Context: an optimization exercise on an open-source flow, tuned for small area and few clock cycles per item. The choices shown serve that exercise and are no tape-out recipe.
The RTL was checked by simulation tests, not by an equivalence proof against the original design.

## flow/design.v (module list and top-level ports; edited modules follow where they fit)
// module fp_mult_pipe: 1721 lines
module fp_mult_pipe #(
   parameter int EXP_W = 8,
   parameter int MAN_W = 23
) (
   input  logic                 clk,
   input  logic                 rst_n,
   input  logic                 in_valid,
   output logic                 in_ready,
   input  logic [EXP_W+MAN_W:0] x,
   input  logic [EXP_W+MAN_W:0] y,
   output logic                 out_valid,
   input  logic                 out_ready,
   output logic [EXP_W+MAN_W:0] result
   ,
   output logic [3:0]           flags
);
  // ...
==> flow/run.sh <==
#!/bin/bash
# synth_recipe.tcl (not shown) runs the flow's synth.tcl, then flattens the netlist and writes it again
# the make line also repeats each setting of config.mk as NAME=value (left out here)
make -C /OpenROAD-flow-scripts/flow DESIGN_CONFIG=/design/flow/config.mk WORK_HOME=/design/flow/orfs CLKGATE_MAP_FILE= SYNTH_SCRIPT=/design/flow/synth_recipe.tcl finish
==> flow/config.mk <==
export PLATFORM = sky130hd
export DESIGN_NAME = fp_mult_pipe
export DESIGN_NICKNAME = fp_mult_pipe
export VERILOG_FILES = /design/flow/design.v
export SDC_FILE = /design/flow/constraint.sdc
export NUM_CORES = 4
export LEC_CHECK = 0
export CAP_MARGIN = 20
export CORE_MARGIN = 2
export CORE_UTILIZATION = 40
export GPL_TIMING_DRIVEN = 0
export SLEW_MARGIN = 20
==> flow/constraint.sdc <==
create_clock -name core_clock -period 7.5 [get_ports {clk}]
set_input_delay 1.5000 -clock core_clock [delete_from_list [all_inputs] [get_ports {clk}]]
set_output_delay 1.5000 -clock core_clock [all_outputs]
set_load 0.01 [all_outputs]
==> impl_results.rst, run 1 <==
.. list-table::
   :header-rows: 1

   * - Metric
     - Value
   * - Result of the run
     - finished with violations
   * - Layout check failures
     - setup timing
   * - Buffers plus inverters on the worst setup path
     - 3
   * - Largest stage delay on the critical path
     - 0.58 ns
   * - F_max
     - 131 MHz
   * - GR Util All Layers
     - 28.2%
   * - Final Net Count
     - about 2,700
   * - Levels on crit path
     - 21
   * - Number of non-clock inverters in the layout
     - 82
   * - Total wirelength of the detailed-routed design
     - 70,500 um
   * - Non-clock buffer area fraction after layout
     - 13.9%
   * - Cell types with the highest counts after synthesis
     - sky130_fd_sc_hd__and2_1, sky130_fd_sc_hd__fa_1, sky130_fd_sc_hd__clkbuf_1, sky130_fd_sc_hd__nand2_1, sky130_fd_sc_hd__ha_1
   * - Slew @ Worst Pin
     - slightly above 0.8 ns
   * - HP Start
     - v_q
   * - Seq/total area
     - 5.24%
   * - Global-route layer with the greatest usage
     - met2
   * - Pin count of the biggest net entering global routing
     - 33
   * - Share of the synthesized area in the top cell type
     - roughly half
   * - TritonCTS clock tree
     - built
   * - XOR/XNOR Fraction of Synth Area
     - 3.83%
   * - Max-area cell class
     - multi-input combinational cells
   * - Global-route wire length before repair
     - 105,000 um
   * - Initial standard-cell utilization of the core
     - between 40% and 50%
   * - Synth area leader
     - sky130_fd_sc_hd__fa_1
   * - Setup-violating endpoint count in the final report
     - 3
   * - Routed metal-1 wire length
     - 27,700 um
   * - Post-Place Setup Slack
     - -2.27 ns
   * - Residual DRC
     - 0
   * - Type of destination of the critical path
     - register
   * - Highest layer used for signal routing
     - met4
   * - Filler Cells Inserted
     - 4,434
   * - Post-Syn Nets
     - between 2,000 and 3,000
   * - Post-layout worst setup margin
     - -0.111 ns
   * - Synthesized-area fraction occupied by ao, oa, aoi and oai cells
     - between 6 and 7%
   * - Number of buffers inserted during clock tree synthesis
     - 5
   * - Arrival time at the worst endpoint
     - slightly below 8 ns
==> run 2, diff against run 1 <==
--- a/flow/design.v
+++ b/flow/design.v
@@ -34,17 +34,16 @@
    assign {sx, ex, mx} = x;
    assign {sy, ey, my} = y;
    assign zx   = (ex == '0);
    assign zy   = (ey == '0);
    assign infx = (ex == EONES) & (mx == '0);
    assign infy = (ey == EONES) & (my == '0);
    assign nanx = (ex == EONES) & (mx != '0);
    assign nany = (ey == EONES) & (my != '0);
-   logic [PW-1:0] p;
    wire pp1 = ~(mx[0] & my[0]);
    wire pp2 = ~(mx[0] & my[1]);
    wire pp3 = ~(mx[0] & my[2]);
    wire pp4 = ~(mx[0] & my[3]);
    wire pp5 = ~(mx[0] & my[4]);
    wire pp6 = ~(mx[0] & my[5]);
    wire pp7 = ~(mx[0] & my[6]);
    wire pp8 = ~(mx[0] & my[7]);
@@ -1623,19 +1622,38 @@
    wire s1581 = c1410 ^ s1495 ^ c1494;
    wire c1582 = (c1410 & s1495) | ((c1410 ^ s1495) & c1494);
    wire s1583 = c1414 ^ s1497 ^ c1496;
    wire c1584 = (c1414 & s1497) | ((c1414 ^ s1497) & c1496);
    wire s1585 = c1416 ^ s1499 ^ c1498;
    wire c1586 = (c1416 & s1499) | ((c1416 ^ s1499) & c1498);
    wire s1587 = pp552 ^ pp575 ^ c1500;
    wire c1588 = (pp552 & pp575) | ((pp552 ^ pp575) & c1500);
-   wire [47:0] pa = {1'b1, pp576, s1587, s1585, s1583, s1581, s1579, s1577, s1575, s1573, s1571, s1569, s1567, s1565, s1563, s1561, s1559, s1557, s1555, s1553, s1551, s1549, s1547, s1545, s1543, s1541, s1539, s1537, s1535, s1533, s1531, s1529, s1527, s1525, s1523, s1521, s1519, s1517, s1515, s1513, s1511, s1509, s1507, s1505, s1503, pp49, pp2, pp1};
-   wire [47:0] pb = {1'b1, c1588, c1586, c1584, c1582, c1580, c1578, c1576, c1574, c1572, c1570, c1568, c1566, c1564, c1562, c1560, c1558, c1556, c1554, c1552, c1550, c1548, c1546, c1544, c1542, c1540, c1538, c1536, c1534, c1532, c1530, c1528, c1526, c1524, c1522, c1520, c1518, c1516, c1514, c1512, c1510, c1508, c1506, c1504, c1502, s1501, pp25, 1'b1};
-   assign p = ~pa + ~pb;
+   wire [47:0] na = {1'b1, pp576, s1587, s1585, s1583, s1581, s1579, s1577, s1575, s1573, s1571, s1569, s1567, s1565, s1563, s1561, s1559, s1557, s1555, s1553, s1551, s1549, s1547, s1545, s1543, s1541, s1539, s1537, s1535, s1533, s1531, s1529, s1527, s1525, s1523, s1521, s1519, s1517, s1515, s1513, s1511, s1509, s1507, s1505, s1503, pp49, pp2, pp1};
+   wire [47:0] nb = {1'b1, c1588, c1586, c1584, c1582, c1580, c1578, c1576, c1574, c1572, c1570, c1568, c1566, c1564, c1562, c1560, c1558, c1556, c1554, c1552, c1550, c1548, c1546, c1544, c1542, c1540, c1538, c1536, c1534, c1532, c1530, c1528, c1526, c1524, c1522, c1520, c1518, c1516, c1514, c1512, c1510, c1508, c1506, c1504, c1502, s1501, pp25, 1'b1};
+   wire [47:0] pa = ~na;
+   wire [47:0] pb = ~nb;
+   localparam int LO = MAN_W - 1;
+   logic [LO:0]   lo_sum;
+   logic          c_lo;
+   logic [LO-1:0] orx, ory;
+   logic          st_d;
+   assign lo_sum = {1'b0, pa[LO-1:0]} + {1'b0, pb[LO-1:0]};
+   assign c_lo   = lo_sum[LO];
+   always_comb begin
+      orx[0] = mx[0];
+      ory[0] = my[0];
+      for (int i = 1; i < LO; i++) begin
+         orx[i] = orx[i-1] | mx[i];
+         ory[i] = ory[i-1] | my[i];
+      end
+      st_d = 1'b0;
+      for (int i = 0; i < LO; i++)
+         st_d = st_d | (orx[i] & ory[LO-1-i]);
+   end
    logic [1:0] sc_d;
    logic       inv_d;
    always_comb begin
       inv_d = 1'b0;
       if (nanx | nany) begin
          sc_d  = 2'b11;
          inv_d = (nanx & ~mx[MAN_W-1]) | (nany & ~my[MAN_W-1]);
       end else if ((infx & zy) | (zx & infy)) begin
@@ -1645,58 +1663,79 @@
          sc_d  = 2'b10;
       end else if (zx | zy) begin
          sc_d  = 2'b01;
       end else begin
          sc_d  = 2'b00;
       end
    end
    logic          s_q;
-   logic [XW-1:0] e_q;
-   logic [SW+1:0] ph_q;    
+   logic [EXP_W:0] e_q;    
+   logic [PW-1:LO] ha_q, hb_q;   
+   logic          c_q;           
    logic          st_q;    
    logic [1:0]    sc_q;
    logic          inv_q;
    always_ff @(posedge clk or negedge rst_n) begin
       if (!rst_n)
          v_q <= 1'b0;
       else if (load)
          v_q <= in_valid;
    end
    always_ff @(posedge clk) begin
       if (load) begin
          s_q   <= sx ^ sy;
-         e_q   <= {2'b00, ex} + {2'b00, ey} - BIAS;
-         ph_q  <= p[PW-1:MAN_W-1];
-         st_q  <= |p[MAN_W-2:0];
+         e_q   <= {1'b0, ex} + {1'b0, ey};
+         ha_q  <= pa[PW-1:LO];
+         hb_q  <= pb[PW-1:LO];
+         c_q   <= c_lo;
+         st_q  <= st_d;
          sc_q  <= sc_d;
          inv_q <= inv_d;
       end
    end
-   logic             msb, grd, stk, rnd, cry, ovf, unf;
+   logic [SW+1:0]    ph;      
+   logic             msb, rnd1, rnd0, rnd, cry, ovf, unf, inx;
    logic [SW-1:0]    man_n;
-   logic [SW:0]      man_r;
+   logic [SW-1:0]    ones;    
    logic [MAN_W-1:0] frac;
-   logic [XW-1:0]    e_f;
-   assign msb   = ph_q[SW+1];
-   assign man_n = msb ? ph_q[SW+1:2] : ph_q[SW:1];
-   assign grd   = msb ? ph_q[1] : ph_q[0];
-   assign stk   = msb ? (ph_q[0] | st_q) : st_q;
-   assign rnd   = grd & (stk | man_n[0]);
-   assign man_r = {1'b0, man_n} + (SW+1)'(rnd);
-   assign cry   = man_r[SW];
-   assign frac  = cry ? man_r[MAN_W:1] : man_r[MAN_W-1:0];
-   assign e_f   = e_q + XW'(msb) + XW'(cry);
-   assign ovf   = ~e_f[XW-1] & (e_f >= EMAX);
-   assign unf   = e_f[XW-1] | (e_f == '0);
+   logic [EXP_W-1:0] e_o;
+   assign ph    = ha_q + hb_q + (SW+2)'(c_q);
+   assign msb   = ph[SW+1];
+   assign man_n = msb ? ph[SW+1:2] : ph[SW:1];
+   assign rnd1  = ph[1] & (ph[0] | st_q | ph[2]);
+   assign rnd0  = ph[0] & (st_q | ph[1]);
+   assign rnd   = msb ? rnd1 : rnd0;
+   assign inx   = ph[0] | st_q | (msb & ph[1]);
+   always_comb begin
+      ones[0] = 1'b1;
+      for (int i = 1; i < SW; i++)
+         ones[i] = ones[i-1] & man_n[i-1];
+   end
+   assign frac = man_n[MAN_W-1:0] ^ ({MAN_W{rnd}} & ones[MAN_W-1:0]);
+   assign cry  = rnd & ones[SW-1] & man_n[SW-1];
+   logic [1:0] inc;
+   logic [2:0] ovf_k, unf_k;
+   logic [EXP_W-1:0] eo_k [3];
+   assign inc = {1'b0, msb} + {1'b0, cry};
+   always_comb begin
+      for (int k = 0; k < 3; k++) begin
+         ovf_k[k] = ({1'b0, e_q} + XW'(k)) >= EMAX + BIAS;
+         unf_k[k] = ({1'b0, e_q} + XW'(k)) <= BIAS;
+         eo_k[k]  = e_q[EXP_W-1:0] + EXP_W'(k) - BIAS[EXP_W-1:0];
+      end
+   end
+   assign ovf = ovf_k[inc];
+   assign unf = unf_k[inc];
+   assign e_o = eo_k[inc];
    logic [W-1:0] r_d;
    logic [3:0]   f_d;
    always_comb begin
-      r_d = {s_q, e_f[EXP_W-1:0], frac};
-      f_d = {3'b000, grd | stk};
+      r_d = {s_q, e_o, frac};
+      f_d = {3'b000, inx};
       case (sc_q)
          2'b11: begin
             r_d = QNAN;
             f_d = {inv_q, 3'b000};
          end
          2'b10: begin
             r_d = {s_q, EONES, {MAN_W{1'b0}}};
             f_d = 4'b0000;
==> flow/config.mk (replaced) <==
export PLATFORM = sky130hd
export DESIGN_NAME = fp_mult_pipe
export DESIGN_NICKNAME = fp_mult_pipe
export VERILOG_FILES = /design/flow/design.v
export SDC_FILE = /design/flow/constraint.sdc
export NUM_CORES = 4
export LEC_CHECK = 0
export CAP_MARGIN = 20
export CORE_MARGIN = 2
export CORE_UTILIZATION = 40
export SLEW_MARGIN = 20
==> impl_results.rst, run 2 <==
.. list-table::
   :header-rows: 1

   * - Metric
     - Value
   * - Type of destination of the critical path
     - output port (was register)
   * - Mux share of post-synthesis cell area
     - 0.403% (was 0.580%)
   * - TritonCTS clock tree
     - built (unchanged)
   * - GR Util All Layers
     - 24.7% (was 28.2%)
   * - Buffers added on ports
     - 105 (unchanged)
   * - Deepest level of the CTS H-tree
     - 3 (was 2)
   * - Total iterations of the first detailed-routing run
     - 5 (was 7)
   * - Initial standard-cell utilization of the core
     - 40.5% (was 40.3%)
   * - Insertion delay to the later sink of the worst-skew pair
     - 0.35 ns (was 0.29 ns)
   * - CP max FO
     - 11 (was 7)
   * - Slew @ Worst Pin
     - 0.963 ns (was 0.832 ns)
   * - Number of flip-flops in the largest register
     - 25 (was 26)
   * - Dominant delay contributor by cell family on the critical path
     - compound AO/OA/AOI/OAI gates (was adder cells)
   * - Regs by FF count
     - hb_q: 25 flops, ha_q: 24 flops, e_q: 9 flops (was ph_q: 26 flops, e_q: 10 flops, sc_q: 2 flops)
   * - Highest layer used for signal routing
     - met5 (was met4)
   * - Die outline area
     - 53,800 sq um (was 50,900 sq um)
   * - WP data required
     - 6.00 ns (was 7.65 ns)
   * - Detailed-placement wirelength estimate
     - 50,700 um (was 54,700 um)
   * - Total clock sinks
     - 65 (was 42)
   * - F_max
     - 136 MHz (was 131 MHz)
   * - Register area share after synthesis
     - 9.36% (was 6.39%)
   * - Fraction of synthesis flops using an asynchronous set or reset pin
     - 1.54% (was 2.38%)
   * - Arrival time at the worst endpoint
     - 5.85 ns (was 7.76 ns)
   * - Setup skew after layout
     - 0.00464 ns (was 0.00780 ns)
   * - Critical-path top delay cell
     - sky130_fd_sc_hd__clkdlybuf4s50_1 (was sky130_fd_sc_hd__fa_1)
   * - XOR/XNOR Fraction of Synth Area
     - 1.85% (was 3.83%)
   * - Number of antenna violations at the first check in global routing
     - 2 (was 3)
   * - Filler Cells Inserted
     - 4,824 (was 4,434)
   * - WL per Instance
     - 22.6 um (was 25.4 um)
   * - Synth area leader
     - sky130_fd_sc_hd__fa_1 (unchanged)
   * - Commonest non-fill, non-tap cell in the layout
     - sky130_fd_sc_hd__and2_1 (unchanged)
   * - Min Hold Slack
     - 0.867 ns (was 0.730 ns)
   * - Post-Place Setup Slack
     - -0.0479 ns (was -2.27 ns)
   * - Met2 wire length
     - 30,700 um (was 32,000 um)
   * - CTS Root Buffer Type
     - sky130_fd_sc_hd__clkbuf_16 (unchanged)
   * - Main combinational cell family by area after synthesis
     - adder cells (unchanged)
   * - Cell area after technology mapping
     - 20,800 sq um (was 19,600 sq um)
   * - Total wirelength of the detailed-routed design
     - 64,300 um (was 70,500 um)
   * - Post-synth cell types
     - 91 (was 71)
   * - Deepest clock path buffer count
     - 2 (unchanged)
   * - Leading cell types in the layout, fill and taps excluded
     - sky130_fd_sc_hd__and2_1, sky130_fd_sc_hd__fa_1, sky130_fd_sc_hd__inv_1 (was sky130_fd_sc_hd__and2_1, sky130_fd_sc_hd__fa_1, sky130_fd_sc_hd__buf_4)
   * - Number of buffers inserted during clock tree synthesis
     - 9 (was 5)
   * - Buffers plus inverters on the worst setup path
     - 6 (was 3)
   * - Post-Syn Nets
     - 2,670 (was 2,549)
   * - Cell with the most instances after synthesis
     - sky130_fd_sc_hd__and2_1 (unchanged)
   * - Synthesis warning total
     - 2 (was 1)
   * - Via count of the routed design
     - 15,622 (was 15,589)
   * - MaxCap Viol Count
     - 0 (unchanged)
   * - Post-layout min period
     - 7.35 ns (was 7.61 ns)
   * - Classification of the worst-slack hold path
     - reg -> reg (unchanged)
   * - Initial detailed-routing violation count
     - 1,182 (was 1,367)
   * - Startpoint types
     - register (was primary input)
   * - Routed length on met3
     - 3990 um (was 6710 um)
   * - RD Place Congestion
     - 0.909 (was 1.02)
   * - Final Net Count
     - 2,798 (was 2,745)
   * - Pin count of the biggest net entering global routing
     - 37 (was 33)
   * - Max transition margin
     - 35.6% (was 44.0%)
   * - Residual DRC
     - 0 (unchanged)
   * - Number of flops mapped to enable cells by yosys
     - 64 (was 41)
   * - Final antenna-violating net count
     - 0 (unchanged)
   * - Setup-violating endpoint count in the final report
     - 0 (was 3)
   * - Chip Width
     - 232 um (was 226 um)
   * - Dominant cell type by count on the critical path
     - sky130_fd_sc_hd__buf_4 (was sky130_fd_sc_hd__fa_1)
   * - Number of ports placed on the die boundary
     - 106 (unchanged)
   * - DP Area
     - 23,300 sq um (was 21,600 sq um)
   * - Ratio of cells with drive above 1 in the final layout
     - 8.73% (was 17.7%)
   * - Growth of design area from synthesis to finish
     - 14.0% (was 22.1%)
   * - Main area contributors after synthesis
     - sky130_fd_sc_hd__fa_1, sky130_fd_sc_hd__and2_1, sky130_fd_sc_hd__edfxtp_1 (unchanged)
   * - Final Slew Violations
     - 0 (unchanged)
   * - Number of storage elements in the synthesis netlist
     - 65 (was 42)
   * - Routed metal-1 wire length
     - 27,300 um (was 27,700 um)
   * - Type of the worst setup path
     - reg -> out (was in -> reg)
   * - Post-layout worst setup margin
     - 0.149 ns (was -0.111 ns)
   * - Final hold violations
     - 0 (unchanged)
   * - Sum of overflow across all layers after global routing
     - 0 (unchanged)
   * - Largest stage delay on the critical path
     - 0.57 ns (was 0.58 ns)
   * - Fraction of the mapped netlist area in adder cells
     - 51.8% (was 55.0%)
   * - Result of the run
     - complete, no violations (was finished with violations)
   * - Number of standard cells after synthesis
     - 2,032 (was 1,909)
   * - Vertical die dimension
     - 232 um (was 226 um)
   * - Global-route wire length before repair
     - 100,000 um (was 105,000 um)
   * - Row count
     - 83 (was 81)
   * - CTS clk-pin slew, worst paths
     - 0.06 ns (about the same)
   * - DR vias/cell
     - 5.49 (was 5.62)
   * - Final Cycle Share
     - 98.0% (was 101%)
   * - Number of global-route vias before repair
     - 17,072 (was 16,621)
   * - Placeable core area
     - 51,400 sq um (was 48,700 sq um)
   * - Cell types with the highest counts after synthesis
     - sky130_fd_sc_hd__and2_1, sky130_fd_sc_hd__fa_1, sky130_fd_sc_hd__inv_1, sky130_fd_sc_hd__clkbuf_1, sky130_fd_sc_hd__ha_1 (was sky130_fd_sc_hd__and2_1, sky130_fd_sc_hd__fa_1, sky130_fd_sc_hd__clkbuf_1, sky130_fd_sc_hd__nand2_1, sky130_fd_sc_hd__ha_1)
   * - Share of the synthesized area in the top cell type
     - 46.8% (was 49.5%)
   * - Average footprint of a synthesized cell
     - 10.2 sq um (was 10.3 sq um)
   * - Synthesized-area fraction occupied by ao, oa, aoi and oai cells
     - 8.33% (was 6.88%)
   * - Final total negative setup slack
     - 0 ns (was -0.187 ns)
   * - Share of synthesized cell area in and, or, nand and nor gates
     - 22.8% (was 23.4%)
   * - Finished Cell Area
     - 23,700 sq um (was 24,000 sq um)
   * - Register bank with the most flops
     - hb_q (was ph_q)
   * - Unrepaired setup endpoints after global routing
     - true (unchanged)
   * - Flip-flop cell with the highest count after synthesis
     - sky130_fd_sc_hd__edfxtp_1 (unchanged)
run 2: logic make-up after synthesis:
| family | after synthesis |
|---|---|
| xor+xnor | 44 |
| flops | 65 |
| mux | 7 |
| buf+inv | 294 |
| compound gates | 242 |
| fa+ha+maj | 570 |
| simple gates | 810 |
run 2: final timing paths:
path | from | to | slack [ns] | depth (start not counted)
worst max-delay path | ha_q[22] | result[28] | 0.15 | 25
min in group asynchronous | rst_n | v_q | 1.29 | 1
worst min-delay path | v_q | v_q | 0.87 | 2
max in group asynchronous | rst_n | v_q | 6.12 | 1
worst max register to register | v_q | ha_q[31] | 5.85 | 2
worst min register to register | v_q | v_q | 0.87 | 2
run 2: layer usage:
metal,global-route usage (%),vias to the layer above
met5,0,-
li1,-,6831
met2,41.3,602
met4,8.53,2
met1,33.4,8087
met3,2.75,100
run 2: per-stage QoR:
stage / utilization [%] / instances
after floorplan: - / 2032
after global placement: 45.3 / 2826
after detailed placement: 45.3 / 2826
after CTS: 45.9 / 2843
after global routing: 46.1 / 2846
final: 46.1 / 2846
run 2: repair_timing:
action                     CTS  global route
buffers inserted             1             2
setup endpoints to repair   32            32
gates resized for setup      7            28
hold buffers                 0             0
pin swaps                    2             1
run 2: final cells by class:
class                           count  area, sq um  area share [%]
Clock buffer                        9          225           0.950
Tap cell                          680          851            3.59
Antenna cell                        1         2.50          0.0106
Inverter                          171          644            2.72
Timing Repair Buffer              240         2180            9.20
Sequential cell                    65         1950            8.21
Clock inverter                      7         77.6           0.327
Multi-Input combinational cell   1673        17800            75.0
run 2: tightest hold or removal path, cell delays in order (launching register included):
cell	delay (ns)
sky130_fd_sc_hd__dfrtp_1	0.38
sky130_fd_sc_hd__nand2b_4	0.28
sky130_fd_sc_hd__nand2b_1	0.16
Testbench counts of run 2, summed over its fixed seeds: cycles 16,008, items 16,000.
==> run 3, diff against run 2 <==
--- a/flow/config.mk
+++ b/flow/config.mk
@@ -8,4 +8,5 @@
 export CAP_MARGIN = 20
 export CORE_MARGIN = 2
 export CORE_UTILIZATION = 40
+export GPL_TIMING_DRIVEN = 0
 export SLEW_MARGIN = 20
==> impl_results.rst, run 3 <==
.. list-table::
   :header-rows: 1

   * - Metric
     - Value
   * - Result of the run
     - complete, no violations (unchanged)
   * - RD Place Congestion
     - 0.966 (was 0.909)
   * - Cell types with the highest counts after synthesis
     - sky130_fd_sc_hd__and2_1, sky130_fd_sc_hd__fa_1, sky130_fd_sc_hd__inv_1, sky130_fd_sc_hd__clkbuf_1, sky130_fd_sc_hd__ha_1 (unchanged)
   * - Commonest non-fill, non-tap cell in the layout
     - sky130_fd_sc_hd__and2_1 (unchanged)
   * - Deepest clock path buffer count
     - 2 (unchanged)
   * - Buffers added on ports
     - 104 (was 105)
   * - Cell with the most instances after synthesis
     - sky130_fd_sc_hd__and2_1 (unchanged)
   * - WP data required
     - 6.00 ns (about the same)
   * - Met2 wire length
     - 33,300 um (was 30,700 um)
   * - Detailed-placement wirelength estimate
     - 56,300 um (was 50,700 um)
   * - Type of destination of the critical path
     - output port (unchanged)
   * - Main area contributors after synthesis
     - sky130_fd_sc_hd__fa_1, sky130_fd_sc_hd__and2_1, sky130_fd_sc_hd__edfxtp_1 (unchanged)
   * - Total iterations of the first detailed-routing run
     - 5 (unchanged)
   * - GR Util All Layers
     - 26.9% (was 24.7%)
   * - Initial detailed-routing violation count
     - 1,177 (was 1,182)
   * - DP Area
     - 22,700 sq um (was 23,300 sq um)
   * - Via count of the routed design
     - 15,930 (was 15,622)
   * - CP max FO
     - 7 (was 11)
   * - CTS Root Buffer Type
     - sky130_fd_sc_hd__clkbuf_16 (unchanged)
   * - Growth of design area from synthesis to finish
     - 12.8% (was 14.0%)
   * - Unrepaired setup endpoints after global routing
     - true (unchanged)
   * - Critical-path top delay cell
     - sky130_fd_sc_hd__or3_4 (was sky130_fd_sc_hd__clkdlybuf4s50_1)
   * - Highest layer used for signal routing
     - met4 (was met5)
   * - Startpoint types
     - register (unchanged)
   * - Max transition margin
     - 40.1% (was 35.6%)
   * - Largest stage delay on the critical path
     - 0.45 ns (was 0.57 ns)
   * - Routed length on met3
     - 4610 um (was 3990 um)
   * - Regs by FF count
     - hb_q: 25 flops, ha_q: 24 flops, e_q: 9 flops (unchanged)
   * - Ratio of cells with drive above 1 in the final layout
     - 9.96% (was 8.73%)
   * - Sum of overflow across all layers after global routing
     - 0 (unchanged)
   * - Register-to-register path setup slack
     - 6.20 ns (was 5.85 ns)
   * - Total clock sinks
     - 65 (unchanged)
   * - Routed metal-1 wire length
     - 29,300 um (was 27,300 um)
   * - Post-route non-filler standard cell count
     - 2,848 (was 2,846)
   * - Dominant delay contributor by cell family on the critical path
     - simple AND/OR/NAND/NOR gates (was compound AO/OA/AOI/OAI gates)
   * - Die outline area
     - 53,800 sq um (unchanged)
   * - Slew @ Worst Pin
     - 0.893 ns (was 0.963 ns)
   * - Post-cts hold buffer count
     - 0 (unchanged)
   * - Setup skew after layout
     - 0.00652 ns (was 0.00464 ns)
   * - Deepest level of the CTS H-tree
     - 3 (unchanged)
   * - Arrival time at the worst endpoint
     - 5.88 ns (was 5.85 ns)
   * - Crit-path cells
     - inv_2, fa_2, fa_2, and2b_4, o211ai_4, a21oi_4, a221o_1, or4_4, o311ai_4, nand4_4, nor4_4, o2111ai_2, nor3_4, ha_4, nand2_2, a31oi_1, a221oi_2, a211oi_2, or2_4, or3_4, buf_8, a211oi_2, buf_2
   * - Number of standard cells after synthesis
     - 2,032 (unchanged)
   * - Number of global-route vias before repair
     - 17,145 (was 17,072)
   * - Leading cell types in the layout, fill and taps excluded
     - sky130_fd_sc_hd__and2_1, sky130_fd_sc_hd__fa_1, sky130_fd_sc_hd__inv_1 (unchanged)
   * - Number of buffers inserted during clock tree synthesis
     - 9 (unchanged)
   * - F_max
     - 135 MHz (was 136 MHz)
   * - Type of the worst setup path
     - reg -> out (unchanged)
   * - CTS clk-pin slew, worst paths
     - 0.06 ns (about the same)
   * - WL per Instance
     - 24.7 um (was 22.6 um)
   * - Post-layout min period
     - 7.38 ns (was 7.35 ns)
   * - Number of storage elements in the synthesis netlist
     - 65 (unchanged)
   * - Register bank with the most flops
     - hb_q (unchanged)
   * - DR vias/cell
     - 5.59 (was 5.49)
   * - Final hold violations
     - 0 (unchanged)
   * - Initial standard-cell utilization of the core
     - 40.5% (unchanged)
   * - Setup-violating endpoint count in the final report
     - 0 (unchanged)
   * - Number of antenna violations at the first check in global routing
     - 0 (was 2)
   * - Register area share after synthesis
     - 9.36% (unchanged)
   * - Placeable core area
     - 51,400 sq um (unchanged)
   * - Final total negative setup slack
     - 0 ns (unchanged)
   * - Post-Syn Nets
     - 2,670 (unchanged)
   * - Final Net Count
     - 2,801 (was 2,798)
   * - Total wirelength of the detailed-routed design
     - 70,400 um (was 64,300 um)
   * - Average footprint of a synthesized cell
     - 10.2 sq um (unchanged)
   * - Buffers plus inverters on the worst setup path
     - 3 (was 6)
   * - Pin count of the biggest net entering global routing
     - 53 (was 37)
   * - Min Hold Slack
     - 0.787 ns (was 0.867 ns)
   * - Final Slew Violations
     - 0 (unchanged)
   * - Share of the synthesized area in the top cell type
     - 46.8% (unchanged)
   * - Flip-flop cell with the highest count after synthesis
     - sky130_fd_sc_hd__edfxtp_1 (unchanged)
   * - Insertion delay to the later sink of the worst-skew pair
     - 0.35 ns (about the same)
   * - Finished Cell Area
     - 23,500 sq um (was 23,700 sq um)
   * - Final Cycle Share
     - 98.4% (was 98.0%)
   * - Synthesis warning total
     - 2 (unchanged)
   * - Residual DRC
     - 0 (unchanged)
   * - Fraction of synthesis flops using an asynchronous set or reset pin
     - 1.54% (unchanged)
   * - MaxCap Viol Count
     - 0 (unchanged)
   * - Cell area after technology mapping
     - 20,800 sq um (unchanged)
   * - Vertical die dimension
     - 232 um (unchanged)
   * - TritonCTS clock tree
     - built (unchanged)
   * - Row count
     - 83 (unchanged)
   * - Post-synth cell types
     - 91 (unchanged)
   * - Global-route wire length before repair
     - 107,000 um (was 100,000 um)
   * - Final antenna-violating net count
     - 0 (unchanged)
   * - Number of flip-flops in the largest register
     - 25 (unchanged)
   * - Number of placed instances with taps included
     - 2,817 (was 2,826)
   * - Chip Width
     - 232 um (unchanged)
   * - Synth area leader
     - sky130_fd_sc_hd__fa_1 (unchanged)
   * - Classification of the worst-slack hold path
     - reg -> reg (unchanged)
   * - ANT cells
     - 0 (was 1)
   * - Number of flops mapped to enable cells by yosys
     - 64 (unchanged)
   * - Number of ports placed on the die boundary
     - 106 (unchanged)
## run 3: worst paths after layout
kind	from	end	cells after the start
setup / recovery	hb_q[22]	result[5]	23
min in group asynchronous	rst_n	v_q	1
hold reg to reg	v_q	e_q[1]	1
max in group asynchronous	rst_n	v_q	1
hold / removal	v_q	e_q[1]	1
setup reg to reg	v_q	hb_q[31]	2
## run 3: what timing repair did
action / CTS / global route
pin swaps: 7 / 20
cloned: 0 / 2
setup endpoints to repair: 35 / 33
setup buffers: 7 / 8
resized for setup: 125 / 188
endpoints found under the hold margin: 0 / 0
## run 3: logic make-up after synthesis
group | share of synthesized area (%)
AOI/OAI and AO/OA | 8.33
xor gates and xnor gates | 1.85
adders and majority gates | 51.8
buffers and inverters | 5.40
DFF | 9.36
muxes | 0.403
and+or+nand+nor | 22.8
## run 3: metal layers
layer	vias up	track usage (%)
met2	648	44.2
met1	8280	35.6
met3	155	3.71
li1	6847	-
met5	-	0
met4	0	11.4
## run 3: area by class of cell
| type | instances | area [sq um] |
|---|---|---|
| buffer | 121 | 598 |
| clock inverter | 7 | 85.1 |
| tap | 680 | 851 |
| sequential | 65 | 1950 |
| inverter | 171 | 644 |
| clock buffer | 9 | 225 |
| timing repair buffer | 121 | 1060 |
| multi-input combinational | 1674 | 18000 |
| fill | 4932 | 28000 |
## run 3: worst reg2reg max path, cell delays in order (launching register included)
cell and delay (ns):
sky130_fd_sc_hd__dfrtp_1 0.40, sky130_fd_sc_hd__nand2b_4 0.23, sky130_fd_sc_hd__buf_16 0.25
## run 3: metrics by stage
stage	utilization (%)	setup WS (ns)
after floorplan	-	0.499
after CTS	45.2	0.00501
after global placement	44.1	-1.12
after global routing	45.6	-0.142
final	45.6	0.119
after detailed placement	44.2	-1.15

what the ideal ports hide:
In the flow no input, the clock included, has a driving cell. The finished layouts below were timed again as built, in two steps. Step 1 sets driving cells, clkbuf_16 on the clock port and buf_2 on the other inputs (assumed; they add their load-dependent delay and slew). Step 2 adds t to the input delays and takes it off the output delays; t is the mean of the earliest and latest rising clock arrival at the registers after step 1. Input paths then give back, and output paths get back, about the clock's delay inside the block. a / b / c = ideal / step 1 / step 2; a / b = the first two.
run | t (ns) | setup slack, ns | worst data-port slew with drivers (ns)
run 1 | 0.320 | -0.111 / -0.134 / -0.453 | 0.08
run 2 | 0.395 | 0.149 / 0.098 / 0.073 | 0.14
run 3 | 0.396 | 0.119 / 0.068 / -0.177 | 0.04
Met with ideal ports but missed after step 2: setup timing in run 3. The setup slack of run 1, which loses most, moves by -0.023 ns with the drivers and by -0.342 ns with both steps.
